This design comes from an exercise in tuning for small area, a short achievable clock period and few clock cycles on the open sky130 flow, not from production work. The RTL was checked by simulation tests, not by an equivalence proof against the original design. Power is estimated from default activity; no workload was simulated.

===== flow/config.mk =====
export PLATFORM = sky130hd
export DESIGN_NAME = graph_traversal_engine
export DESIGN_NICKNAME = graph_traversal_engine
export VERILOG_FILES = /design/flow/design.v
export SDC_FILE = /design/flow/constraint.sdc
export NUM_CORES = 4
export LEC_CHECK = 0
export CAP_MARGIN = 20
export CORE_MARGIN = 2
export CORE_UTILIZATION = 35
export SETUP_SLACK_MARGIN = 4
export SLEW_MARGIN = 20

===== flow/run.sh =====
#!/bin/bash
# synth_recipe.tcl (not shown) runs the flow's synth.tcl, then flattens the netlist and writes it again
# the make line also repeats each setting of config.mk as NAME=value (left out here)
make -C /OpenROAD-flow-scripts/flow DESIGN_CONFIG=/design/flow/config.mk WORK_HOME=/design/flow/orfs CLKGATE_MAP_FILE= SYNTH_SCRIPT=/design/flow/synth_recipe.tcl finish

===== flow/design.v =====
module gte_ram #(
    parameter int WIDTH = 8,
    parameter int DEPTH = 16
) (
    input  logic                     i_clk,
    input  logic                     i_we,
    input  logic [$clog2(DEPTH)-1:0] i_waddr,
    input  logic [WIDTH-1:0]         i_wdata,
    input  logic [$clog2(DEPTH)-1:0] i_raddr,
    output logic [WIDTH-1:0]         o_rdata
);
    logic [WIDTH-1:0] r_mem [DEPTH];
    logic [WIDTH-1:0] r_rdata;
    always_ff @(posedge i_clk) begin
        if (i_we) begin
            r_mem[i_waddr] <= i_wdata;
        end
        r_rdata <= r_mem[i_raddr];
    end
    assign o_rdata = r_rdata;
endmodule
module graph_traversal_engine (
    input  logic             i_clk,
    input  logic             i_rst_n,
    input  logic             i_in_valid,
    output logic             o_in_ready,
    input  logic [13:0]      i_in_data,
    output logic             o_out_valid,
    input  logic             i_out_ready,
    output logic [8:0]       o_out_data,
    input  logic             i_cfg_we,
    input  logic [6:0]       i_cfg_data
);
    localparam int NE = 256;
    localparam int NV = 64;
    localparam logic [1:0] OP_ADD_EDGE = 2'd0;
    localparam logic [1:0] OP_BFS      = 2'd1;
    localparam logic [1:0] OP_DFS      = 2'd2;
    localparam logic [1:0] STAT_OK         = 2'd0;
    localparam logic [1:0] STAT_BAD_VTX    = 2'd1;
    localparam logic [1:0] STAT_STORE_FULL = 2'd2;
    logic [1:0] w_op;
    logic [5:0] w_u, w_w;
    assign w_op = i_in_data[13:12];
    assign w_u  = i_in_data[11:6];
    assign w_w  = i_in_data[5:0];
    logic              r_trav;         
    logic              r_sweep;        
    logic              r_dfs;          
    logic [8:0]        r_cnt;          
    logic [6:0]        r_vcnt;         
    logic [5:0]        r_x;            
    logic [5:0]        r_m;            
    localparam int NG = 16;
    logic [5:0]        r_xg [NG];
    logic [5:0]        r_mg [NG];
    logic [NV:0]       r_len;
    logic [NV:0]       r_ridx;
    logic [5:0]        r_hv;           
    logic [NE*6-1:0]   r_ea;           
    logic [NE*6-1:0]   r_eb;           
    logic [NE-1:0]     r_va, r_vb;     
    logic [NE-1:0]     r_oor;          
    logic [NV*6-1:0]   r_list;         
    logic              r_lw_v;
    logic [NV-1:0]     r_lw_oh;
    logic [5:0]        r_lw_d;
    logic              r_sv;
    logic [8:0]        r_sd;
    logic [8:0]        r_fifo [4];
    logic [1:0]        r_fwp, r_frp;
    logic [2:0]        r_fcnt;
    logic w_bad_u, w_bad_w;
    assign w_bad_u = !r_vcnt[6] && (w_u >= r_vcnt[5:0]);
    assign w_bad_w = !r_vcnt[6] && (w_w >= r_vcnt[5:0]);
    logic w_sw_mark, w_sw_end;
    assign w_sw_mark = !r_vcnt[6] && (r_x >= r_vcnt[5:0]);
    assign w_sw_end  = r_vcnt[6] || (r_x <= r_vcnt[5:0]);
    logic [15:0] w_hi_gt, w_hi_eq, w_lo_gt;
    always_comb begin
        for (int j = 0; j < 16; j++) begin
            w_hi_gt[j] = r_cnt[8] || (4'(j) < r_cnt[7:4]);
            w_hi_eq[j] = !r_cnt[8] && (4'(j) == r_cnt[7:4]);
            w_lo_gt[j] = 4'(j) < r_cnt[3:0];
        end
    end
    logic       w_ewe;         
    logic       w_cfg;         
    assign w_cfg = i_cfg_we;
    logic [NE-1:0] w_hit;
    for (genvar e = 0; e < NE; e++) begin : g_edge
        logic [5:0] a, b;
        logic       eqa, eqb, ema, emb, va, vb, vld, wen;
        assign a   = r_ea[6*e +: 6];
        assign b   = r_eb[6*e +: 6];
        localparam int G = e / (NE / NG);
        assign eqa = ((a ^ 6'(G)) == r_xg[G]);
        assign eqb = ((b ^ 6'(G)) == r_xg[G]);
        assign ema = ((a ^ 6'(G)) == r_mg[G]);
        assign emb = ((b ^ 6'(G)) == r_mg[G]);
        assign va  = r_va[e] | eqa | ema;
        assign vb  = r_vb[e] | eqb | emb;
        assign vld = w_hi_gt[e / 16] || (w_hi_eq[e / 16] && w_lo_gt[e % 16]);
        assign wen = w_ewe && (r_cnt[7:0] == 8'(e));
        assign w_hit[e] = vld && !r_oor[e] && ((eqa && !vb) || (eqb && !va));
        always_ff @(posedge i_clk) begin
            r_va[e] <= r_trav && va;
            r_vb[e] <= r_trav && vb;
            if (wen || w_cfg) begin
                r_oor[e] <= 1'b0;
            end else if (r_sweep && w_sw_mark && (eqa || eqb)) begin
                r_oor[e] <= 1'b1;
            end
            if (wen) begin
                r_ea[6*e +: 6] <= w_u;
                r_eb[6*e +: 6] <= w_w;
            end
        end
    end
    logic [2*NE-1:1]   t_v;
    logic [NE-1:1]     t_m;
    logic [2*NE*6-1:6] t_d;
    for (genvar e = 0; e < NE; e++) begin : g_leaf
        assign t_v[NE + e] = w_hit[e];
        assign t_d[6*(NE + e) +: 6] = r_ea[6*e +: 6] ^ r_eb[6*e +: 6];
    end
    for (genvar i = 1; i < NE; i++) begin : g_node
        assign t_v[i] = t_v[2*i] | t_v[2*i+1];
        assign t_d[6*i +: 6] = t_v[2*i] ? t_d[6*(2*i) +: 6] : t_d[6*(2*i+1) +: 6];
        if (i >= NE / 2) begin : g_low
            assign t_m[i] = t_v[2*i] & t_v[2*i+1];
        end else begin : g_up
            assign t_m[i] = t_m[2*i] | t_m[2*i+1] | (t_v[2*i] & t_v[2*i+1]);
        end
    end
    logic       w_found;
    logic       w_single;
    logic [5:0] w_nb;
    assign w_found  = t_v[1];
    assign w_single = !t_m[1];
    assign w_nb     = r_x ^ t_d[11:6];
    logic [5:0] w_lrd;
    logic       w_qlast;       
    always_comb begin
        w_lrd = '0;
        for (int k = 0; k < NV; k++) begin
            w_lrd |= {6{r_ridx[k]}} & r_list[6*k +: 6];
        end
        if (r_lw_v && |(r_lw_oh & r_ridx[NV-1:0])) begin
            w_lrd = r_lw_d;
        end
    end
    assign w_qlast = |(r_ridx & r_len);
    logic       w_go;
    logic       w_accept;
    logic       w_sv;
    logic [8:0] w_sd;
    logic       w_deq;
    logic       n_trav, n_sweep, n_dfs;
    logic [8:0] n_cnt;
    logic [5:0] n_x, n_m, n_hv;
    logic [NV:0] n_len, n_ridx;
    assign w_go       = (r_fcnt < 3'd3);
    assign o_in_ready = !r_trav && !r_sweep && w_go;
    assign w_accept   = i_in_valid && o_in_ready;
    assign w_deq      = (r_fcnt != 3'd0) && i_out_ready;
    always_comb begin
        n_trav  = r_trav;
        n_sweep = r_sweep;
        n_dfs   = r_dfs;
        n_cnt   = r_cnt;
        n_x     = r_x;
        n_m     = r_m;
        n_len   = r_len;
        n_ridx  = r_ridx;
        n_hv    = r_hv;
        w_sv    = 1'b0;
        w_sd    = {r_hv, 1'b0, STAT_OK};
        w_ewe   = 1'b0;
        if (r_sweep) begin
            if (i_cfg_we) begin
                n_x = 6'd63;
            end else begin
                n_x = r_x - 6'd1;
                if (w_sw_end || (r_x == 6'd0)) begin
                    n_sweep = 1'b0;
                end
            end
        end else if (!r_trav) begin
            if (w_accept) begin
                case (w_op)
                    OP_ADD_EDGE: begin
                        w_sv = 1'b1;
                        if (w_bad_u || w_bad_w) begin
                            w_sd = {6'd0, 1'b1, STAT_BAD_VTX};
                        end else if (r_cnt[8]) begin
                            w_sd = {6'd0, 1'b1, STAT_STORE_FULL};
                        end else begin
                            w_sd  = {6'd0, 1'b1, STAT_OK};
                            w_ewe = 1'b1;
                            n_cnt = r_cnt + 9'd1;
                        end
                    end
                    OP_BFS, OP_DFS: begin
                        if (w_bad_u) begin
                            w_sv = 1'b1;
                            w_sd = {6'd0, 1'b1, STAT_BAD_VTX};
                        end else begin
                            n_trav = 1'b1;
                            n_dfs  = (w_op == OP_DFS);
                            n_x    = w_u;
                            n_m    = w_u;
                            n_hv   = w_u;
                            n_len  = (w_op == OP_DFS) ? (NV+1)'(1) : (NV+1)'(2);
                            n_ridx = (w_op == OP_DFS) ? (NV+1)'(0) : (NV+1)'(2);
                        end
                    end
                    default: ;
                endcase
            end else if (i_cfg_we && (r_cnt != 9'd0)) begin
                n_sweep = 1'b1;
                n_x     = 6'd63;
            end
        end else if (w_go) begin
            if (w_found) begin
                w_sv  = 1'b1;
                n_hv  = w_nb;
                n_m   = w_nb;
                if (r_dfs) begin
                    n_x = w_nb;
                    if (!w_single) begin
                        n_len  = r_len << 1;
                        n_ridx = r_len;
                    end
                end else begin
                    n_len = r_len << 1;
                    if (w_single) begin
                        n_x    = w_qlast ? w_nb : w_lrd;
                        n_ridx = r_ridx << 1;
                    end
                end
            end else begin
                if (r_dfs ? r_len[0] : w_qlast) begin
                    w_sv   = 1'b1;
                    w_sd   = {r_hv, 1'b1, STAT_OK};
                    n_trav = 1'b0;
                end else begin
                    n_x = w_lrd;
                    if (r_dfs) begin
                        n_len  = r_len >> 1;
                        n_ridx = r_ridx >> 1;
                    end else begin
                        n_ridx = r_ridx << 1;
                    end
                end
            end
        end
    end
    always_ff @(posedge i_clk) begin
        if (!i_rst_n) begin
            r_trav  <= 1'b0;
            r_sweep <= 1'b0;
            r_cnt   <= '0;
            r_vcnt  <= 7'd64;
            r_sv    <= 1'b0;
            r_fwp   <= '0;
            r_frp   <= '0;
            r_fcnt  <= '0;
        end else begin
            r_trav  <= n_trav;
            r_sweep <= n_sweep;
            r_cnt   <= n_cnt;
            if (i_cfg_we) begin
                r_vcnt <= i_cfg_data;
            end
            r_sv <= w_sv;
            if (r_sv) begin
                r_fwp <= r_fwp + 2'd1;
            end
            if (w_deq) begin
                r_frp <= r_frp + 2'd1;
            end
            case ({r_sv, w_deq})
                2'b10:   r_fcnt <= r_fcnt + 3'd1;
                2'b01:   r_fcnt <= r_fcnt - 3'd1;
                default: ;
            endcase
        end
    end
    always_ff @(posedge i_clk) begin
        r_dfs  <= n_dfs;
        r_x    <= n_x;
        r_m    <= n_m;
        for (int g = 0; g < NG; g++) begin
            r_xg[g] <= n_x ^ 6'(g);
            r_mg[g] <= n_m ^ 6'(g);
        end
        r_len  <= n_len;
        r_ridx <= n_ridx;
        r_hv   <= n_hv;
        r_sd   <= w_sd;
        r_lw_v  <= r_trav;
        r_lw_oh <= r_len[NV-1:0];
        r_lw_d  <= r_dfs ? r_x : w_nb;
        if (r_sv) begin
            r_fifo[r_fwp] <= r_sd;
        end
    end
    for (genvar k = 0; k < NV; k++) begin : g_list
        always_ff @(posedge i_clk) begin
            if (r_lw_v && r_lw_oh[k]) begin
                r_list[6*k +: 6] <= r_lw_d;
            end
        end
    end
    assign o_out_valid = (r_fcnt != 3'd0);
    assign o_out_data  = r_fifo[r_frp];
endmodule

===== flow/constraint.sdc =====
create_clock -name core_clock -period 8.0 [get_ports {i_clk}]
set_input_delay 1.6000 -clock core_clock [delete_from_list [all_inputs] [get_ports {i_clk}]]
set_output_delay 1.6000 -clock core_clock [all_outputs]
set_load 0.01 [all_outputs]

==> summary.txt <==
## flip-flops by register name (all words and copies together) (netlist names), 36 cells and up, named ones only
name / cells
r_eb: 1536
r_vb: 256
r_list: 384
r_ea: 1536
r_va: 256
r_lw_oh: 64
r_ridx: 65
r_oor: 256
r_len: 65
r_fifo: 36
## through the flow
stage          power [mW]  cells  hold slack (ns)
3_3_place_gp        50.14  31870           0.4366
4_1_cts             75.97  33050           0.4395
6_report            77.91  33630           0.4465
2_1_floorplan       43.78  22420           0.3290
5_1_grt             79.74  33550           0.4526
3_5_place_dp        50.30  31890           0.4266
## worst paths after layout
kind,depth (start not counted),slack (ns),startpoint,to
setup / recovery,17,1.54,r_cnt[4],r_mg[13][1]
hold / removal,0,0.45,r_len[36],r_lw_oh[36]
setup reg to reg,17,1.54,r_cnt[4],r_mg[13][1]
hold reg to reg,0,0.45,r_len[36],r_lw_oh[36]
## cell type report
class                           count  area, sq um  share of cell area, %
Inverter                           66        271.5                0.08913
Timing Repair Buffer             1718        20460                  6.717
Clock inverter                    251         2889                 0.9484
Tap cell                         9638        12060                  3.959
Sequential cell                  4525       127100                  41.72
Antenna cell                       88        220.2                0.07229
Multi-Input combinational cell  16630       127100                  41.74
Clock buffer                      714        14510                  4.763
## cells in the final DEF (no fill, tap or decap), types with 94 or more instances in the layout
| master | n |
|---|---|
| nand4_1 | 332 |
| nand2_1 | 1098 |
| o22ai_1 | 112 |
| o211a_1 | 94 |
| o211ai_1 | 124 |
| a22o_1 | 98 |
| nand3_1 | 345 |
| xnor2_1 | 3595 |
| a211oi_1 | 229 |
| buf_6 | 239 |
| nor4_2 | 174 |
| a22oi_1 | 203 |
| or2_2 | 124 |
| dfxtp_1 | 859 |
| mux2i_1 | 166 |
| o21ai_0 | 297 |
| nor4_1 | 700 |
| and2_1 | 110 |
| nor3_1 | 483 |
| nand3b_1 | 175 |
| edfxtp_1 | 3637 |
| buf_4 | 990 |
| a221oi_1 | 112 |
| nor2_4 | 205 |
| buf_12 | 300 |
| clkbuf_16 | 573 |
| nor2_1 | 685 |
| a31oi_1 | 527 |
| xor2_1 | 4098 |
| a21oi_1 | 1055 |
| clkbuf_1 | 130 |
## critical path, cell delays in order, from the launching register on
cell and delay, ns:
dfxtp_4 0.62, and3_2 0.53, nand2b_1 0.55, buf_4 0.39
a21oi_1 0.17, or2_2 0.37, or2_2 0.41, a221o_1 0.37
a31oi_1 0.27, o32ai_1 0.20, o211ai_1 0.55, o211ai_1 0.46
a22oi_2 0.30, buf_6 0.19, xnor2_2 0.13, buf_4 0.14
o22ai_2 0.09, a21oi_4 0.48
## per-layer routing
metal,up-vias,GRT usage (%)
li1,83500,-
met1,101200,37.80
met2,14450,42.13
met3,3293,8.701
met4,44,19.08
met5,-,0.1216
## power breakdown
| part | internal [mW] | switching (mW) |
|---|---|---|
| combinational | 9.66 | 16.6 |
| clock | 14.1 | 10.8 |
| sequential | 26.2 | 0.579 |
| total | 49.9 | 28.0 |
## Yosys cell counts (51+ instances only)
cell type | number | area, sq um
a21oi_1 | 1091 | 5460
clkbuf_1 | 438 | 1644
o22ai_1 | 133 | 832.1
and3_1 | 62 | 387.9
xor2_1 | 4104 | 35940
buf_4 | 279 | 2095
nor2_1 | 917 | 3442
a211oi_1 | 267 | 2004
dfxtp_1 | 888 | 17780
a21o_1 | 51 | 382.9
edfxtp_1 | 3637 | 109200
a22oi_1 | 237 | 1779
mux2i_1 | 167 | 1672
buf_6 | 297 | 3344
a31oi_1 | 541 | 3385
nand4_1 | 332 | 2077
and2_1 | 119 | 744.5
nand2b_1 | 53 | 331.6
or2_2 | 138 | 863.3
nor4_1 | 847 | 5299
a221oi_1 | 135 | 1182
nor3_1 | 518 | 2592
xnor2_1 | 3599 | 31520
inv_1 | 63 | 236.5
nand2_1 | 1152 | 4324
o21ai_0 | 328 | 1642
a2111oi_0 | 51 | 446.7
buf_2 | 127 | 635.6
o211a_1 | 94 | 940.9
a221o_1 | 63 | 630.6
nand3_1 | 361 | 1807
a22o_1 | 102 | 893.4
nand3b_1 | 175 | 1314
a211o_1 | 77 | 674.4
o211ai_1 | 124 | 930.9
## what timing repair did
action                                   CTS  global route
setup buffers                            178           405
gates resized for setup                  474          1055
gates cloned                              22            73
pin swaps                                101           349
endpoints found under the setup margin  3743          3795
endpoints found under the hold margin      0             0
## logic make-up after synthesis
family          Yosys count  share of synthesized area, %
buf+inv                1272                         3.375
flops                  4525                         49.49
mux                     182                        0.7568
simple gates           4972                         10.09
fa+ha+maj                33                        0.1629
compound gates         3734                         9.828
xor+xnor               7703                         26.29
==> flow_summary.toml <==
[hold_path]
holdCritPathClass = "flop to flop"

[logic_synthesis]
ys_types = 130
ys.flop_type = "edfxtp_1"
synthesis.nets = 22480
synthCells = 22420
synth_area_sq_um = 256600
syn_area_per_cell_sq_um = 11.44
seq_area_frac_synth_pct = 49.49
yosysWarnings = 3
synth_edf_count = 3637
async_reset_ff_share_pct = 0
ys_seq_elements = 4525

[timing]
fin_crit_sh_pct = 80.73
tightest_slew_ns = 1.435
finalSetupTns_ns = 0
rsz0062_at_grt = "yes"
fmax_mhz = 154.8
hold_viol_final = 0
fin_skew_ns = 0.07868
relSlewSlack_pct = 4.325
setup_ws_ns = 1.542
drv_slew = 0
finalSetupViolCount = 0
min_period_ns = 6.458

[place]
postPlaceCellArea_sq_um = 271600
io_buffers = 36
dp_hpwl_mm = 747.7
dp_slack_ns = -0.5912
globalplace.congestion = 1.059

[clock_tree]
htree_levels = 6
cts_max_path_buffers = 4
cts_tree = "done"
clock_sinks = 4525
clk_pin_slew_ns = 0.06
numCtsBuffers = 526
clk_latency_ns = 1.18
cts_hold_buf = 0
clock-root-buffer = "clkbuf_16"

[job]
drv_cap = 0

[routing]
vias = 202500
top_layer_used = "met5"
via_per_inst = 6.022
drt_wl_total_mm = 1153
drt-met1-wl_mm = 433.1
antenna_left = 0
initialDrtViolationCount = 30980
firstDrtPassIters = 7
remaining_drc_errors = 0
routed-wl-met3_mm = 151.5
routedWlPerCell_um = 34.30
dr_wl_met2_mm = 479.1

[global_route]
grt_max_degree = 107
grt_pass1_wl_mm = 1537
track_usage_pct = 29.15
grt_pass1_vias = 190300
overflow = 0
antenna_found_initial = 121

[floorplan]
rows = 314
die_w_um = 860.2
dieArea_sq_um = 740000
fp.dieH_um = 860.2
ioPinCount = 37
coreArea_sq_um = 730800
start_util_pct = 35.11

[worst_setup_path]
worstSetupStartpointType = "flop"
cp.required_ns = 8.98
critPathCaptureType = "flop"
worst_ep_arrival_time_ns = 7.44
critPathKind = "flop to flop"
worstPathMaxFanout = 24

[pwr]
leakagePower_nw = 101.9
power_density_nw_per_um2 = 255.7
peakVddDrop_mv = 0.2644

[cells_and_area]
drive_gt1_share_pct = 15.56
syn_to_final_growth_pct = 18.73
nNetsFinal = 23520
fin_area_sq_um = 304600
final_util_pct = 41.69
fill_cells = 68280

[run_status]
outcome = "no timing/DRC/antenna violations"
Testbench counts, summed over its fixed seeds: cycles 14,702.

[what the ideal ports hide]
Ports are ideal in the flow. The routed layout listed here was re-timed in OpenROAD.
Step 1: set_driving_cell puts a clkbuf_16 on i_clk and a buf_2 on each other input, an assumption about the parent block.
Step 2 also shifts input and output timing later by t, the mid clock arrival at the registers, as if the neighbouring blocks saw the same clock.
a / b / c = ideal / step 1 / step 2; a / b = the first two.
t, ns: 1.285
setup WS [ns]: 1.542 / 1.542 / 1.542
worst hold slack (ns): 0.447 / 0.447 / 0.447
slew at the worst register clock pin (ns): 0.07 / 0.07
worst data-port slew with drivers (ns): 0.18
After both steps setup and hold are still met in this run. For this run, drivers alone change the setup slack by 0.000 ns; drivers and shift together by 0.000 ns.
